What follows belongs to an exercise in optimizing a design on an open flow for small area, a short achievable clock period and few clock cycles per item; a production flow would make more cautious choices.
Function was checked by simulation only, so behaviour that the tests miss may differ from the original.

===== flow/config.mk =====
export PLATFORM = sky130hd
export DESIGN_NAME = stft_magnitude_spectrogram
export DESIGN_NICKNAME = stft_magnitude_spectrogram
export VERILOG_FILES = /design/flow/design.v
export SDC_FILE = /design/flow/constraint.sdc
export NUM_CORES = 4
export LEC_CHECK = 0
export CAP_MARGIN = 20
export CELL_PAD_IN_SITES_DETAIL_PLACEMENT = 1
export CORE_MARGIN = 2
export CORE_UTILIZATION = 20
export PLACE_DENSITY = 0.3
export SLEW_MARGIN = 20

===== flow/constraint.sdc =====
create_clock -name core_clock -period 15.0 [get_ports {clock}]
set_input_delay 3.0000 -clock core_clock [delete_from_list [all_inputs] [get_ports {clock}]]
set_output_delay 3.0000 -clock core_clock [all_outputs]
set_load 0.01 [all_outputs]

===== flow/design.v =====
package stft_pkg;
   localparam int FRAME_DEFAULT = 64;
   localparam int SAMPLE_W      = 16;
   localparam int BIN_W         = 6;
   localparam int MAG_W         = 16;
   localparam int FIDX_W        = 16;
   localparam int HOP_W         = 7;
   localparam int CPX_W         = 24;
   localparam logic [HOP_W-1:0] HOP_RESET = 7'd16;
   typedef struct packed {
      logic signed [CPX_W-1:0] re;
      logic signed [CPX_W-1:0] im;
   } cplx_type;
   function automatic logic [16:0] win_val(input logic [5:0] i);
      case (i)
         6'd0: win_val = 17'd0;
         6'd1: win_val = 17'd81;
         6'd2: win_val = 17'd325;
         6'd3: win_val = 17'd728;
         6'd4: win_val = 17'd1287;
         6'd5: win_val = 17'd1995;
         6'd6: win_val = 17'd2847;
         6'd7: win_val = 17'd3833;
         6'd8: win_val = 17'd4944;
         6'd9: win_val = 17'd6169;
         6'd10: win_val = 17'd7495;
         6'd11: win_val = 17'd8909;
         6'd12: win_val = 17'd10398;
         6'd13: win_val = 17'd11947;
         6'd14: win_val = 17'd13539;
         6'd15: win_val = 17'd15160;
         6'd16: win_val = 17'd16792;
         6'd17: win_val = 17'd18421;
         6'd18: win_val = 17'd20030;
         6'd19: win_val = 17'd21602;
         6'd20: win_val = 17'd23123;
         6'd21: win_val = 17'd24576;
         6'd22: win_val = 17'd25948;
         6'd23: win_val = 17'd27225;
         6'd24: win_val = 17'd28394;
         6'd25: win_val = 17'd29444;
         6'd26: win_val = 17'd30364;
         6'd27: win_val = 17'd31145;
         6'd28: win_val = 17'd31780;
         6'd29: win_val = 17'd32261;
         6'd30: win_val = 17'd32585;
         6'd31: win_val = 17'd32748;
         6'd32: win_val = 17'd32748;
         6'd33: win_val = 17'd32585;
         6'd34: win_val = 17'd32261;
         6'd35: win_val = 17'd31780;
         6'd36: win_val = 17'd31145;
         6'd37: win_val = 17'd30364;
         6'd38: win_val = 17'd29444;
         6'd39: win_val = 17'd28394;
         6'd40: win_val = 17'd27225;
         6'd41: win_val = 17'd25948;
         6'd42: win_val = 17'd24576;
         6'd43: win_val = 17'd23123;
         6'd44: win_val = 17'd21602;
         6'd45: win_val = 17'd20030;
         6'd46: win_val = 17'd18421;
         6'd47: win_val = 17'd16792;
         6'd48: win_val = 17'd15160;
         6'd49: win_val = 17'd13539;
         6'd50: win_val = 17'd11947;
         6'd51: win_val = 17'd10398;
         6'd52: win_val = 17'd8909;
         6'd53: win_val = 17'd7495;
         6'd54: win_val = 17'd6169;
         6'd55: win_val = 17'd4944;
         6'd56: win_val = 17'd3833;
         6'd57: win_val = 17'd2847;
         6'd58: win_val = 17'd1995;
         6'd59: win_val = 17'd1287;
         6'd60: win_val = 17'd728;
         6'd61: win_val = 17'd325;
         6'd62: win_val = 17'd81;
         6'd63: win_val = 17'd0;
         default: win_val = 17'd0;
      endcase
   endfunction
   function automatic logic signed [15:0] cos_val(input logic [4:0] i);
      case (i)
         5'd0: cos_val = 16'd32767;
         5'd1: cos_val = 16'd32610;
         5'd2: cos_val = 16'd32138;
         5'd3: cos_val = 16'd31357;
         5'd4: cos_val = 16'd30274;
         5'd5: cos_val = 16'd28899;
         5'd6: cos_val = 16'd27246;
         5'd7: cos_val = 16'd25330;
         5'd8: cos_val = 16'd23170;
         5'd9: cos_val = 16'd20788;
         5'd10: cos_val = 16'd18205;
         5'd11: cos_val = 16'd15447;
         5'd12: cos_val = 16'd12540;
         5'd13: cos_val = 16'd9512;
         5'd14: cos_val = 16'd6393;
         5'd15: cos_val = 16'd3212;
         5'd16: cos_val = 16'd0;
         5'd17: cos_val = 16'd62324;
         5'd18: cos_val = 16'd59143;
         5'd19: cos_val = 16'd56024;
         5'd20: cos_val = 16'd52996;
         5'd21: cos_val = 16'd50089;
         5'd22: cos_val = 16'd47331;
         5'd23: cos_val = 16'd44748;
         5'd24: cos_val = 16'd42366;
         5'd25: cos_val = 16'd40206;
         5'd26: cos_val = 16'd38290;
         5'd27: cos_val = 16'd36637;
         5'd28: cos_val = 16'd35262;
         5'd29: cos_val = 16'd34179;
         5'd30: cos_val = 16'd33398;
         5'd31: cos_val = 16'd32926;
         default: cos_val = 16'd0;
      endcase
   endfunction
   function automatic logic signed [15:0] sin_val(input logic [4:0] i);
      case (i)
         5'd0: sin_val = 16'd0;
         5'd1: sin_val = 16'd3212;
         5'd2: sin_val = 16'd6393;
         5'd3: sin_val = 16'd9512;
         5'd4: sin_val = 16'd12540;
         5'd5: sin_val = 16'd15447;
         5'd6: sin_val = 16'd18205;
         5'd7: sin_val = 16'd20788;
         5'd8: sin_val = 16'd23170;
         5'd9: sin_val = 16'd25330;
         5'd10: sin_val = 16'd27246;
         5'd11: sin_val = 16'd28899;
         5'd12: sin_val = 16'd30274;
         5'd13: sin_val = 16'd31357;
         5'd14: sin_val = 16'd32138;
         5'd15: sin_val = 16'd32610;
         5'd16: sin_val = 16'd32767;
         5'd17: sin_val = 16'd32610;
         5'd18: sin_val = 16'd32138;
         5'd19: sin_val = 16'd31357;
         5'd20: sin_val = 16'd30274;
         5'd21: sin_val = 16'd28899;
         5'd22: sin_val = 16'd27246;
         5'd23: sin_val = 16'd25330;
         5'd24: sin_val = 16'd23170;
         5'd25: sin_val = 16'd20788;
         5'd26: sin_val = 16'd18205;
         5'd27: sin_val = 16'd15447;
         5'd28: sin_val = 16'd12540;
         5'd29: sin_val = 16'd9512;
         5'd30: sin_val = 16'd6393;
         5'd31: sin_val = 16'd3212;
         default: sin_val = 16'd0;
      endcase
   endfunction
endpackage
module stft_ram #(
   parameter int WIDTH = 16,
   parameter int DEPTH = 64
) (
   input  logic                     clock,
   input  logic                     wr_en,
   input  logic [$clog2(DEPTH)-1:0] wr_addr,
   input  logic [WIDTH-1:0]         wr_data,
   input  logic [$clog2(DEPTH)-1:0] rd_addr,
   output logic [WIDTH-1:0]         rd_data
);
   logic [WIDTH-1:0] mem_ff [DEPTH];
   logic [WIDTH-1:0] rd_data_ff;
   always_ff @(posedge clock) begin
      if (wr_en) mem_ff[wr_addr] <= wr_data;
      rd_data_ff <= mem_ff[rd_addr];
   end
   assign rd_data = rd_data_ff;
endmodule
module stft_magnitude_spectrogram (
   input  logic                              clock,
   input  logic                              reset,
   input  logic                              req_valid,
   output logic                              req_ready,
   input  logic signed [stft_pkg::SAMPLE_W-1:0] req_sample,
   input  logic                              req_clip_start,
   output logic                              rsp_valid,
   input  logic                              rsp_ready,
   output logic [stft_pkg::BIN_W-1:0]        rsp_bin_index,
   output logic [stft_pkg::MAG_W-1:0]        rsp_magnitude,
   output logic [stft_pkg::FIDX_W-1:0]       rsp_frame_index,
   output logic                              rsp_last_bin,
   input  logic                              csr_valid,
   output logic                              csr_ready,
   input  logic [stft_pkg::HOP_W-1:0]        csr_hop_size
);
   localparam int FRAME = stft_pkg::FRAME_DEFAULT;
   localparam int LOG   = $clog2(FRAME);
   localparam int IDX_W = LOG;
   localparam int BF_W  = LOG - 1;
   localparam int STG_W = $clog2(LOG);
   localparam int CNT_W = $clog2(FRAME + 1);
   localparam int K_W   = $clog2(FRAME / 2 + 1);
   localparam int HX_W  = (CNT_W > stft_pkg::HOP_W) ? CNT_W : stft_pkg::HOP_W;
   localparam int CW    = stft_pkg::CPX_W;
   localparam int PW    = 2 * CW;
   localparam int SQ_W  = PW + 1;
   localparam int IT_W  = 5;
   typedef enum logic [4:0] {
      ST_IDLE, ST_LOAD, ST_LDEND, ST_RA, ST_RB, ST_M0, ST_M1, ST_M2, ST_M3,
      ST_W0, ST_W1, ST_GRD, ST_GSQ0, ST_GSQ1, ST_ROOT, ST_OUT, ST_WAIT
   } state_type;
   state_type                   state_ff;
   logic [IDX_W-1:0]            wp_ff;
   logic [CNT_W-1:0]            fill_ff;
   logic [CNT_W-1:0]            hcnt_ff;
   logic [stft_pkg::FIDX_W-1:0] frame_ff;
   logic [stft_pkg::FIDX_W-1:0] fidx_ff;
   logic [stft_pkg::HOP_W-1:0]  hop_ff;
   logic [IDX_W-1:0]            ld_cnt_ff;
   logic                        ld_vld_ff;
   logic [IDX_W-1:0]            ld_idx_ff;
   logic [STG_W-1:0]            stg_ff;
   logic [BF_W-1:0]             bf_ff;
   stft_pkg::cplx_type          a_ff;
   stft_pkg::cplx_type          b_ff;
   logic signed [PW-1:0]        p_ff;
   logic signed [PW-1:0]        tr_ff;
   logic signed [PW-1:0]        ti_ff;
   logic [K_W-1:0]              k_ff;
   logic signed [CW-1:0]        im_ff;
   logic [PW-1:0]               sq_ff;
   logic [SQ_W-1:0]             rn_ff;
   logic [SQ_W-1:0]             res_ff;
   logic [SQ_W-1:0]             bit_ff;
   logic [IT_W-1:0]             it_ff;
   logic                        rsp_valid_ff;
   logic [stft_pkg::BIN_W-1:0]  rsp_bin_ff;
   logic [stft_pkg::MAG_W-1:0]  rsp_mag_ff;
   logic [stft_pkg::FIDX_W-1:0] rsp_fidx_ff;
   logic                        rsp_last_ff;
   logic [16:0]        win_rom [FRAME];
   logic signed [15:0] cos_rom [FRAME/2];
   logic signed [15:0] sin_rom [FRAME/2];
   for (genvar gi = 0; gi < FRAME; gi++) begin : g_win
      assign win_rom[gi] = stft_pkg::win_val(6'(gi));
   end
   for (genvar gt = 0; gt < FRAME / 2; gt++) begin : g_twd
      assign cos_rom[gt] = stft_pkg::cos_val(5'(gt));
      assign sin_rom[gt] = stft_pkg::sin_val(5'(gt));
   end
   logic req_beat;
   assign req_ready = (state_ff == ST_IDLE);
   assign req_beat       = req_valid && req_ready;
   assign csr_ready = 1'b1;
   assign rsp_valid       = rsp_valid_ff;
   assign rsp_bin_index   = rsp_bin_ff;
   assign rsp_magnitude   = rsp_mag_ff;
   assign rsp_frame_index = rsp_fidx_ff;
   assign rsp_last_bin    = rsp_last_ff;
   logic [CNT_W-1:0]            fill_base;
   logic [CNT_W-1:0]            hop_base;
   logic [stft_pkg::FIDX_W-1:0] frame_base;
   logic [CNT_W-1:0]            fill_inc;
   logic [CNT_W-1:0]            hc_inc;
   logic [HX_W-1:0]             hop_x;
   logic [HX_W-1:0]             hop_eff;
   logic [CNT_W-1:0]            fill_in;
   logic [CNT_W-1:0]            hcnt_in;
   logic                        fire;
   always_comb begin
      fill_base  = req_clip_start ? '0 : fill_ff;
      hop_base   = req_clip_start ? '0 : hcnt_ff;
      frame_base = req_clip_start ? '0 : frame_ff;
      fill_inc   = fill_base + CNT_W'(1);
      hc_inc     = hop_base + CNT_W'(1);
      hop_x      = HX_W'(hop_ff);
      if (hop_x == '0)                  hop_eff = HX_W'(1);
      else if (hop_x > HX_W'(FRAME))    hop_eff = HX_W'(FRAME);
      else                              hop_eff = hop_x;
      if (fill_base < CNT_W'(FRAME)) begin
         fill_in = fill_inc;
         fire    = (fill_inc == CNT_W'(FRAME));
         hcnt_in = fire ? '0 : hop_base;
      end else begin
         fill_in = fill_base;
         fire    = (HX_W'(hc_inc) >= hop_eff);
         hcnt_in = fire ? '0 : hc_inc;
      end
   end
   logic [15:0] ring_rd;
   stft_ram #(.WIDTH(stft_pkg::SAMPLE_W), .DEPTH(FRAME)) u_ring (
      .clock   (clock),
      .wr_en   (req_beat),
      .wr_addr (wp_ff),
      .wr_data (req_sample),
      .rd_addr (wp_ff + ld_cnt_ff),
      .rd_data (ring_rd)
   );
   logic signed [33:0]  win_prod;
   logic signed [33:0]  win_rnd;
   logic [IDX_W-1:0]    ld_rev;
   always_comb begin
      win_prod = $signed(ring_rd) * $signed({1'b0, win_rom[ld_idx_ff]});
      win_rnd  = (win_prod + 34'sd16384) >>> 15;
      for (int b = 0; b < IDX_W; b++) ld_rev[b] = ld_idx_ff[IDX_W-1-b];
   end
   logic [IDX_W-1:0] bf_x;
   logic [IDX_W-1:0] half;
   logic [IDX_W-1:0] jj;
   logic [IDX_W-1:0] grp;
   logic [IDX_W-1:0] addr_a;
   logic [IDX_W-1:0] addr_b;
   logic [IDX_W-1:0] wsh;
   logic [BF_W-1:0]  widx;
   always_comb begin
      bf_x   = IDX_W'(bf_ff);
      half   = IDX_W'(1) << stg_ff;
      jj     = bf_x & (half - IDX_W'(1));
      grp    = ((bf_x >> stg_ff) << 1) << stg_ff;
      addr_a = grp | jj;
      addr_b = addr_a | half;
      wsh    = jj << (STG_W'(LOG - 1) - stg_ff);
      widx   = wsh[BF_W-1:0];
   end
   stft_pkg::cplx_type   tb_rd;
   logic signed [CW-1:0] mul_a;
   logic signed [CW-1:0] mul_b;
   logic signed [PW-1:0] prod;
   always_comb begin
      mul_a = tb_rd.re;
      mul_b = CW'(cos_rom[widx]);
      case (state_ff)
         ST_M1:   begin mul_a = b_ff.im; mul_b = CW'(sin_rom[widx]); end
         ST_M2:   begin mul_a = b_ff.im; mul_b = CW'(cos_rom[widx]); end
         ST_M3:   begin mul_a = b_ff.re; mul_b = CW'(sin_rom[widx]); end
         ST_GSQ0: begin mul_a = tb_rd.re; mul_b = tb_rd.re; end
         ST_GSQ1: begin mul_a = im_ff; mul_b = im_ff; end
         default: begin mul_a = tb_rd.re; mul_b = CW'(cos_rom[widx]); end
      endcase
      prod = mul_a * mul_b;
   end
   logic signed [PW-1:0] ar;
   logic signed [PW-1:0] ai;
   logic signed [PW-1:0] sum_ar;
   logic signed [PW-1:0] sum_ai;
   logic signed [PW-1:0] dif_br;
   logic signed [PW-1:0] dif_bi;
   stft_pkg::cplx_type   new_a;
   stft_pkg::cplx_type   new_b;
   stft_pkg::cplx_type   ld_word;
   always_comb begin
      ar       = PW'(a_ff.re) <<< 15;
      ai       = PW'(a_ff.im) <<< 15;
      sum_ar   = (ar + tr_ff + PW'(32768)) >>> 16;
      sum_ai   = (ai + ti_ff + PW'(32768)) >>> 16;
      dif_br   = (ar - tr_ff + PW'(32768)) >>> 16;
      dif_bi   = (ai - ti_ff + PW'(32768)) >>> 16;
      new_a.re = sum_ar[CW-1:0];
      new_a.im = sum_ai[CW-1:0];
      new_b.re = dif_br[CW-1:0];
      new_b.im = dif_bi[CW-1:0];
      ld_word.re = win_rnd[CW-1:0];
      ld_word.im = '0;
   end
   logic                tb_we;
   logic [IDX_W-1:0]    tb_waddr;
   stft_pkg::cplx_type  tb_wdata;
   logic [IDX_W-1:0]    tb_raddr;
   always_comb begin
      tb_we    = ld_vld_ff || (state_ff == ST_W0) || (state_ff == ST_W1);
      tb_waddr = addr_b;
      tb_wdata = new_b;
      if (ld_vld_ff) begin
         tb_waddr = ld_rev;
         tb_wdata = ld_word;
      end else if (state_ff == ST_W0) begin
         tb_waddr = addr_a;
         tb_wdata = new_a;
      end
      case (state_ff)
         ST_RB:   tb_raddr = addr_b;
         ST_GRD:  tb_raddr = IDX_W'(k_ff);
         default: tb_raddr = addr_a;
      endcase
   end
   stft_ram #(.WIDTH(PW), .DEPTH(FRAME)) u_tbuf (
      .clock   (clock),
      .wr_en   (tb_we),
      .wr_addr (tb_waddr),
      .wr_data (tb_wdata),
      .rd_addr (tb_raddr),
      .rd_data (tb_rd)
   );
   logic [SQ_W-1:0]            trial;
   logic [SQ_W-1:0]            root_rnd;
   logic [stft_pkg::MAG_W-1:0] mag_sat;
   always_comb begin
      trial    = res_ff + bit_ff;
      root_rnd = (rn_ff > res_ff) ? res_ff + SQ_W'(1) : res_ff;
      mag_sat  = (root_rnd > SQ_W'(16'hFFFF)) ? 16'hFFFF : root_rnd[stft_pkg::MAG_W-1:0];
   end
   always_ff @(posedge clock) begin
      if (reset) begin
         state_ff     <= ST_IDLE;
         wp_ff        <= '0;
         fill_ff      <= '0;
         hcnt_ff      <= '0;
         frame_ff     <= '0;
         hop_ff       <= stft_pkg::HOP_RESET;
         ld_vld_ff    <= 1'b0;
         rsp_valid_ff <= 1'b0;
      end else begin
         ld_vld_ff <= 1'b0;
         if (csr_valid) hop_ff <= csr_hop_size;
         case (state_ff)
            ST_IDLE: begin
               if (req_beat) begin
                  wp_ff   <= wp_ff + IDX_W'(1);
                  fill_ff <= fill_in;
                  hcnt_ff <= hcnt_in;
                  if (fire) begin
                     fidx_ff   <= frame_base;
                     frame_ff  <= frame_base + 16'd1;
                     ld_cnt_ff <= '0;
                     stg_ff    <= '0;
                     bf_ff     <= '0;
                     state_ff  <= ST_LOAD;
                  end else begin
                     frame_ff  <= frame_base;
                  end
               end
            end
            ST_LOAD: begin
               ld_vld_ff <= 1'b1;
               ld_idx_ff <= ld_cnt_ff;
               ld_cnt_ff <= ld_cnt_ff + IDX_W'(1);
               if (ld_cnt_ff == IDX_W'(FRAME - 1)) state_ff <= ST_LDEND;
            end
            ST_LDEND: state_ff <= ST_RA;
            ST_RA:    state_ff <= ST_RB;
            ST_RB: begin
               a_ff     <= tb_rd;
               state_ff <= ST_M0;
            end
            ST_M0: begin
               b_ff     <= tb_rd;
               p_ff     <= prod;
               state_ff <= ST_M1;
            end
            ST_M1: begin
               tr_ff    <= p_ff + prod;
               state_ff <= ST_M2;
            end
            ST_M2: begin
               p_ff     <= prod;
               state_ff <= ST_M3;
            end
            ST_M3: begin
               ti_ff    <= p_ff - prod;
               state_ff <= ST_W0;
            end
            ST_W0: state_ff <= ST_W1;
            ST_W1: begin
               bf_ff <= bf_ff + BF_W'(1);
               if (bf_ff == BF_W'(FRAME / 2 - 1)) begin
                  if (stg_ff == STG_W'(LOG - 1)) begin
                     k_ff     <= '0;
                     state_ff <= ST_GRD;
                  end else begin
                     stg_ff   <= stg_ff + STG_W'(1);
                     state_ff <= ST_RA;
                  end
               end else begin
                  state_ff <= ST_RA;
               end
            end
            ST_GRD: state_ff <= ST_GSQ0;
            ST_GSQ0: begin
               im_ff    <= tb_rd.im;
               sq_ff    <= $unsigned(prod);
               state_ff <= ST_GSQ1;
            end
            ST_GSQ1: begin
               rn_ff    <= {1'b0, sq_ff} + {1'b0, $unsigned(prod)};
               res_ff   <= '0;
               bit_ff   <= SQ_W'(1) << (PW - 2);
               it_ff    <= '0;
               state_ff <= ST_ROOT;
            end
            ST_ROOT: begin
               if (rn_ff >= trial) begin
                  rn_ff  <= rn_ff - trial;
                  res_ff <= (res_ff >> 1) + bit_ff;
               end else begin
                  res_ff <= res_ff >> 1;
               end
               bit_ff <= bit_ff >> 2;
               it_ff  <= it_ff + IT_W'(1);
               if (it_ff == IT_W'(PW / 2 - 1)) state_ff <= ST_OUT;
            end
            ST_OUT: begin
               rsp_valid_ff <= 1'b1;
               rsp_bin_ff   <= stft_pkg::BIN_W'(k_ff);
               rsp_mag_ff   <= mag_sat;
               rsp_fidx_ff  <= fidx_ff;
               rsp_last_ff  <= (k_ff == K_W'(FRAME / 2));
               state_ff     <= ST_WAIT;
            end
            ST_WAIT: begin
               if (rsp_ready) begin
                  rsp_valid_ff <= 1'b0;
                  if (k_ff == K_W'(FRAME / 2)) begin
                     state_ff <= ST_IDLE;
                  end else begin
                     k_ff     <= k_ff + K_W'(1);
                     state_ff <= ST_GRD;
                  end
               end
            end
            default: state_ff <= ST_IDLE;
         endcase
      end
   end
endmodule

===== flow/run.sh =====
#!/bin/bash
# synth_recipe.tcl (not shown) runs the flow's synth.tcl, then flattens the netlist and writes it again
# the make line also repeats each setting of config.mk as NAME=value (left out here)
make -C /OpenROAD-flow-scripts/flow DESIGN_CONFIG=/design/flow/config.mk WORK_HOME=/design/flow/orfs CLKGATE_MAP_FILE= SYNTH_SCRIPT=/design/flow/synth_recipe.tcl finish

==> run notes <==
-- final timing paths --
path / from / to / slack (ps) / depth (start not counted)
min reg2reg: fidx_ff[2]$_DFFE_PP_ / rsp_fidx_ff[2]$_DFFE_PP_ / 420 / 0
max reg2reg: stg_ff[0]$_SDFFCE_PP0P_ / rn_ff[46]$_DFFE_PP_ / 710 / 49
max: stg_ff[0]$_SDFFCE_PP0P_ / rn_ff[46]$_DFFE_PP_ / 710 / 49
min: fidx_ff[2]$_DFFE_PP_ / rsp_fidx_ff[2]$_DFFE_PP_ / 420 / 0
-- critical path, delay by kind of cell, from the launching register on --
family | cells | cell delay (ps)
xor+xnor | 1 | 230
simple gates | 12 | 2790
fa+ha+maj | 11 | 4970
buf+inv | 8 | 940
compound gates | 17 | 4630
flops | 1 | 410
-- layer usage --
metal,GRT usage [%],up-vias,routed length [µm]
met5,0,-,12
met4,3.12,2,18400
met3,1.70,900,31800
met2,25.6,2609,443000
met1,21.9,84100,452000
li1,-,70100,-
-- through the flow --
step / setup WS [ps]
floorplan: 2850
global placement: 278
detailed placement: 261
CTS: 194
global route: 77.3
finish: 714
-- final cells by class --
class	count	area share, %
inverter	1230	1.67
clock buffer	785	5.87
antenna	57	0.0514
tap	15600	7.05
sequential	4706	50.5
clock inverter	302	0.880
timing repair buffer	660	1.99
multi-input combinational	12300	32.0
-- kinds of logic after synthesis --
group,Yosys count
buf+inv,2328
compound gates,2440
flops,4706
xor+xnor,430
other cells,1
simple gates,7492
fa+ha+maj,1544
mux,410
-- flip-flops by register name, summed over array words and instances, names as in the netlist, 16 cells and up --
name	flops
u_tbuf.mem_ff	3072
u_ring.mem_ff	1024
res_ff	49
rn_ff	49
a_ff	48
b_ff	48
sq_ff	48
u_tbuf.rd_data_ff	48
p_ff	40
ti_ff	40
tr_ff	40
bit_ff	24
im_ff	24
fidx_ff	16
frame_ff	16
rsp_fidx_ff	16
rsp_mag_ff	16
u_ring.rd_data_ff	16
-- cell usage after synthesis, types with 18 or more instances --
library cell | number | share of area (%)
nor4_1 | 38 | 0.10
clkbuf_1 | 783 | 1.2
a211o_1 | 19 | 0.070
xnor2_1 | 304 | 1.1
a22oi_1 | 33 | 0.10
nand2_1 | 3926 | 6.2
and2_1 | 167 | 0.44
or2_2 | 34 | 0.090
o21ai_0 | 304 | 0.64
ha_1 | 750 | 4.0
a21boi_0 | 20 | 0.064
a21o_1 | 169 | 0.54
xor2_1 | 125 | 0.46
nand4_1 | 76 | 0.20
dfxtp_1 | 114 | 0.97
o31ai_1 | 32 | 0.10
a211oi_1 | 147 | 0.47
mux2_2 | 26 | 0.12
nand2b_1 | 73 | 0.19
o21bai_1 | 74 | 0.24
mux4_2 | 320 | 3.1
or3_1 | 57 | 0.15
nor3_1 | 115 | 0.24
a221oi_1 | 23 | 0.085
o22ai_1 | 30 | 0.079
buf_1 | 98 | 0.16
edfxtp_1 | 4592 | 58
o211ai_1 | 30 | 0.095
and3_1 | 238 | 0.63
o21a_1 | 59 | 0.19
a21oi_1 | 598 | 1.3
nor3b_1 | 18 | 0.057
inv_1 | 1226 | 1.9
nor2b_1 | 95 | 0.25
buf_2 | 201 | 0.43
fa_1 | 794 | 6.7
a31o_2 | 19 | 0.070
nand3_1 | 1715 | 3.6
nor2_1 | 848 | 1.3
a31oi_1 | 194 | 0.51
a311oi_1 | 494 | 1.8
mux2i_1 | 63 | 0.27
==> impl_summary.txt <==
----------------------------------------------------
[Layout]
  Most common library cell in the layout ignoring fill and taps ... edfxtp_1
  Multi-input gate area in the final layout ... 88700 µm²
  Top library cells by usage in the layout, fill and taps aside ... edfxtp_1, nand2_1, nand3_1, inv_1, fa_1
  Number of non-filler instances in the completed layout ... 35700
  Count of fill cells added during filler insertion ... 130000
  Share of cells above drive strength 1 ... 10.5%
  Combined flip-flop and latch cell area ... around 140000 µm²
  Non-Filler Cell Area, Final ... roughly 280000 µm²
  Synthesis-to-finish area growth ... 17.5%
  Final core utilization ... 23.5%
  Number of nets in the layout ... 21100

[Placement]
  Placer's final routability congestion estimate ... 0.801
  # port buffers ... slightly below 70
  Detail Placement HPWL ... approximately 600 mm
  Placed Cells incl. Taps ... roughly 35000
  Post-place instance area ... ~260000 µm²

[Floorplan]
  Die area ... 1190000 µm²
  Core footprint ... roughly 1200000 µm²
  Width of the die ... 1.09 mm
  Die height ... about 1.1 mm
  Standard-cell row count ... 399
  Starting density of the core ... between 20% and 30%
  Count of pins on the block boundary ... roughly 70

[Critical path]
  Kind of launch point of the worst setup path ... flop
  Capturing element type of the critical path ... flop
  Req. time, crit path ... approximately 16000 ps
  Critical path type ... flop to flop
  Largest fanout on the critical path ... 22
  Critical-path top delay cell ... nor4bb_2
  Crit path largest cell delay ... 650 ps
  Crit path DAT ... about 15000 ps
  Worst path most repeated cell ... fa_1

[Synthesis]
  Post-synthesis sequential area ratio ... around three fifths
  Post-Syn Area per Cell ... 12.2 µm²
  Cells after synthesis ... 19400
  Area share of xor/xnor cells in the synthesized design ... 1.60%
  Number of unique standard cell types used by synthesis ... 117
  Post-synth top flop ... edfxtp_1
  Mapped Nets ... roughly 21000
  Share of synthesized area spent on multiplexers ... 3.45%
  Share of flip-flops with an asynchronous set or reset after synthesis ... 0%
  Number of synthesized register bits ... 4706
  Arithmetic-cell share of the synthesized area counting full adders, half adders and majority gates ... 10.7%
  Compound-gate portion of the synthesized area ... between 7 and 8%
  Simple-gate share of the synthesized area ... 13.9%
  Cell area after synthesis ... ~240000 µm²
  Synth Warn # ... 6
  Post-synth EDFFs ... 4592
  Largest family of logic cells by synthesized area ... simple AND/OR/NAND/NOR gates

[CTS]
  Setup bufs post-CTS ... 0
  H-tree lvl count ... 6
  Insertion delay to the later sink of the worst-skew pair ... 1170 ps
  TritonCTS clock tree ... yes
  Clock sink total ... approximately 4700
  CTS Hold Bufs ... 0
  Number of buffers created by CTS ... 609
  Clk pin slew, worst setup/hold paths ... 70 ps
  Clock Tree Root ... clkbuf_16
  CTS max path bufs ... 5
  Post-cts resize count ... 0

[Routing]
  Final routed wire length divided by cell count ... 26.5 µm
  Aggregate routed wire length ... 946 mm
  Detailed-route vias per instance ... approximately 4.4
  Length of the first detailed-routing pass in iterations ... 6
  Number of remaining DRC errors ... 0
  Post-route ant nets ... 0
  1st-iter DRT viols ... roughly 11000
  Number of vias after detailed routing ... 158000

[STA]
  Highest Clock Rate ... 0.0700 GHz
  Final Hold Fails ... 0
  Actual transition at the worst max-transition pin ... ~1400 ps
  Worst-case headroom to the max-slew limit ... 5.85%
  Final-layout worst hold slack ... 419 ps
  Final clock skew ... 113 ps
  Total negative setup slack ... 0 ps
  Final-report setup violation count ... 0
  Unrepaired setup endpoints after global routing ... false
  Crit share post-route ... a little over nine tenths
  Shortest period the worst path allows ... 14290 ps
  Total count of max-transition violations in the final report ... 0

[GRT]
  Antenna violations before repair ... between 100 and 150
  Global-route wire length before repair ... 1330 mm
  Number of global-route vias before repair ... 167000
  Grt ovf ... 0
  Overall global routing resource usage ... 15.4%
  Maximum number of pins on one net before global-route repair ... 115

[Status]
  Status ... no timing/DRC/antenna violations

[Job]
  Max-cap violation count ... 0

[Hold path]
  Kind of path behind the tightest hold check ... flop to flop

----------------------------------------------------
Testbench counts, summed over its fixed seeds: cycles 185,616, frames 72.

==> port drivers added, routing unchanged <==
The results above use ideal ports. As a check the final layout listed here was re-extracted and re-timed, cells and wires unchanged.
Step 1 sets driving cells, clkbuf_16 on the clock port and buf_2 on the other inputs (assumed; they add their load-dependent delay and slew).
Step 2 adds t to the input delays and takes it off the output delays; t is the mean of the earliest and latest rising clock arrival at the registers after step 1. Input paths then give back, and output paths get back, about the clock's delay inside the block.
a / b / c = no drivers / after step 1 / after step 2; a / b = the first two.
t (ns): 1.256
setup WS [ns]: 0.714 / 0.714 / 0.714
worst setup path at the end: register to register
slew at the worst register clock pin (ns): 0.08 / 0.08
After both steps setup and hold are still met in this run. For this run, drivers alone change the setup slack by 0.000 ns; drivers and shift together by 0.000 ns.
